What follows belongs to an exercise in optimizing a design on an open flow for small area; a production flow would make more cautious choices.
The RTL was checked by simulation tests, not by an equivalence proof against the original design.
Power is estimated from default activity; no workload was simulated.

Setup of exp/yarrow:
## pool_engine
module pool_engine
#(
  parameter int unsigned DATA_WIDTH = 16,
  parameter int unsigned NUM_PE     = 4,
  parameter int unsigned POOL_X     = 2,
  parameter int unsigned POOL_Y     = 2,
  parameter int unsigned MAX_OUT_W  = 32,
  parameter int unsigned DIM_WIDTH  = 10
) (
  input  logic                 CLK,
  input  logic                 RESET,
  input  logic                 START,
  input  logic [DIM_WIDTH-1:0] CFG_ROW_W,
  input  logic [DIM_WIDTH-1:0] CFG_ROWS,
  input  logic                 CFG_MODE,
  input  logic                 IN_VALID,
  output logic                 IN_READY,
  input  logic [DATA_WIDTH*NUM_PE-1:0] DATA_IN,
  output logic                 OUT_VALID,
  input  logic                 OUT_READY,
  output logic [DATA_WIDTH*NUM_PE-1:0] DATA_OUT,
  output logic                 BUSY,
  output logic                 DONE
);
  localparam int unsigned ACC_W = DATA_WIDTH + 2;    
  localparam int unsigned BUF_W = DATA_WIDTH + 1;    
  localparam int unsigned ROW_W = BUF_W * NUM_PE;
  logic                 run, flush, out_valid, done;
  logic                 mode, py;
  logic [DIM_WIDTH-1:0] x, x_inc, row_w, rows_left, rows_dec;
  logic [DIM_WIDTH:0]   xc, rc;
  logic                 out_free, accept, px, last_x, last_y;
  logic                 win_done, buf_we;
  localparam int unsigned OXW = $clog2(MAX_OUT_W);
  logic [OXW-1:0]       ox;
  logic                 in_range;
  logic [ROW_W-1:0]     wr_bus, rd_raw, rd_row;
  logic [MAX_OUT_W-1:0] prep, rsel;
  logic                 phase;
  logic [ACC_W-1:0]     acc  [NUM_PE];
  logic [ACC_W-1:0]     opa  [NUM_PE];
  logic [ACC_W-1:0]     nxt  [NUM_PE];
  logic [BUF_W-1:0]     pair [NUM_PE];
  assign out_free = !out_valid || OUT_READY;
  assign IN_READY = run && out_free;
  assign accept   = IN_VALID && run && out_free;
  assign xc[0] = 1'b1;
  assign rc[0] = 1'b1;
  for (genvar i = 0; i < DIM_WIDTH; i++) begin : g_cnt
    assign x_inc[i]    = x[i] ^ xc[i];
    assign xc[i+1]     = x[i] & xc[i];
    assign rows_dec[i] = rows_left[i] ^ rc[i];
    assign rc[i+1]     = !rows_left[i] & rc[i];
  end
  ...
Size in the first run: ~160 I/O pins, ~0.082 mm² of cells after synthesis.
==> flow/config.mk <==
export PLATFORM = sky130hd
export DESIGN_NAME = pool_engine
export DESIGN_NICKNAME = pool_engine
export VERILOG_FILES = /design/flow/design.v
export SDC_FILE = /design/flow/constraint.sdc
export NUM_CORES = 4
export LEC_CHECK = 0
export CAP_MARGIN = 0
export CORE_MARGIN = 2
export CORE_UTILIZATION = 70
export CTS_CLUSTER_DIAMETER = 100
export CTS_CLUSTER_SIZE = 30
export SLEW_MARGIN = 0
export SYNTH_HIERARCHICAL = 1
==> flow/constraint.sdc <==
create_clock -name core_clock -period 10.0 [get_ports {CLK}]
set_input_delay 2.0000 -clock core_clock [delete_from_list [all_inputs] [get_ports {CLK}]]
set_output_delay 2.0000 -clock core_clock [all_outputs]
set_load 0.01 [all_outputs]
standard.sh (not shown) runs the stock make flow with config.mk's settings and CLKGATE_MAP_FILE= SYNTH_SCRIPT=/design/flow/synth_recipe.tcl, a recipe that flattens the netlist after the stock synthesis.
==> flow/flow/run.sh <==
#!/bin/bash
# The standard layout, except that the port buffers use the smallest
# buffer cell instead of the one buffer_ports picks by default.
set -euo pipefail
bash standard.sh synth > synth.log 2>&1
bash standard.sh "BUFFER_PORTS_ARGS=-buffer_cell sky130_fd_sc_hd__buf_1" finish > layout.log 2>&1
No stage failed in exp/yarrow, and the final checks on the layout all came back clean.
What exp/delta does differently from exp/yarrow at the input level:
- CAP_MARGIN now 20, was 0
- SLEW_MARGIN now 20, was 0
- CORE_UTILIZATION now 60, was 70
Results
| period utilization | exp/delta vs exp/yarrow | 0.25 points lower |. Compared with exp/yarrow, exp/delta shows a met1 routing resource usage after global routing that is 5.5 points lower. Comparing exp/yarrow against exp/delta, there is no change at all in number of resized instances in the post-cts repair step. The area taken by multi-input logic gates on exp/delta is in line with that on exp/yarrow. The run showing the smaller sequential share of layout area is exp/delta. On exp/delta: utilization after layout is 10 points lower than what exp/yarrow gave. exp/yarrow and exp/delta ended up with roughly the same power. Diff exp/yarrow -> exp/delta: tap cell instance count has increased; number of placement rows picked up an extra about 8%; maximum frequency was more or less identical.
Here is what was changed in the inputs of exp/garnet compared with exp/delta.
- a change of CAP_MARGIN from 20 to 0
- a change of SLEW_MARGIN from 20 to 0
### Flow results
Compared with exp/delta, in exp/garnet critical path required time stayed essentially flat; worst hold slack stayed essentially flat; horizontal die dimension stayed essentially flat. There was hardly any difference in total routing resource utilization after global routing between exp/garnet and exp/delta. Between exp/garnet and exp/delta, it is exp/garnet whose non-clock buffer count is lower, by 2.6%. Comparing exp/delta with exp/garnet, the wire length reported by the detailed router came out essentially unchanged. | met3 usage | exp/garnet vs exp/delta | 0.33 points lower |. Of exp/garnet and exp/delta, it is exp/garnet that has the higher register-to-register slack. From exp/delta to exp/garnet the numbers moved as follows: number of detailed-routing iterations run before antenna repair climbed 1; total chip power decreased by 0.30% relative to the old numbers; minimum period implied by the final worst setup slack moved down.
Input-level comparison between exp/harbor and exp/garnet:
- swapping 0 for 20 in CAP_MARGIN
- swapping 0 for 20 in SLEW_MARGIN
==> flow/run.sh (new file) <==
#!/bin/bash
# synth_recipe.tcl (not shown) runs the flow's synth.tcl, then flattens the netlist and writes it again
# the make line also repeats each setting of config.mk as NAME=value (left out here)
make -C /OpenROAD-flow-scripts/flow DESIGN_CONFIG=/design/flow/config.mk WORK_HOME=/design/flow/orfs CLKGATE_MAP_FILE= SYNTH_SCRIPT=/design/flow/synth_recipe.tcl finish
removed: flow/flow/run.sh
removed: flow/standard.sh
Findings:
Taking exp/garnet as the reference, in exp/harbor number of buffers other than clock buffers in the final layout picked up an extra 7; power share of the sequential group lost 0.4 points; count of clock-buffer cells in the layout lost 1. exp/harbor against exp/garnet: fraction of power consumed by combinational cells moved up; post-placement cell area moved up. Average wire per standard cell, exp/harbor and exp/garnet, higher one = exp/harbor. Total wirelength of the detailed-routed design deteriorates in exp/harbor relative to exp/garnet. Comparing exp/harbor with exp/garnet, the cell count after synthesis came out essentially unchanged.

## re-timing with driven ports
No port has a modelled driver above. Below, the same layouts with a new extraction and two added sets of constraints.
Step 1 (the two cells are an assumption about what drives the block):
set clk [get_ports {CLK}]
set_driving_cell -lib_cell sky130_fd_sc_hd__clkbuf_16 $clk
set_driving_cell -lib_cell sky130_fd_sc_hd__buf_2 [delete_from_list [all_inputs] $clk]
Step 2, shift: input delay + t, output delay - t, t = (earliest + latest rising clock arrival at the registers) / 2. This alone moves slack from input paths to output paths.
Slacks: ideal / step 1 / step 2; pairs: ideal / step 1.
run	t (ns)	slack for setup (ns)	cell pins on the clock port's net
exp/yarrow	0.810	0.823 / 0.823 / 0.823	1
exp/delta	0.835	0.848 / 0.848 / 0.848	1
exp/garnet	0.834	0.901 / 0.901 / 0.901	1
exp/harbor	0.821	0.823 / 0.823 / 0.823	1
After both steps setup and hold are still met in every run listed.
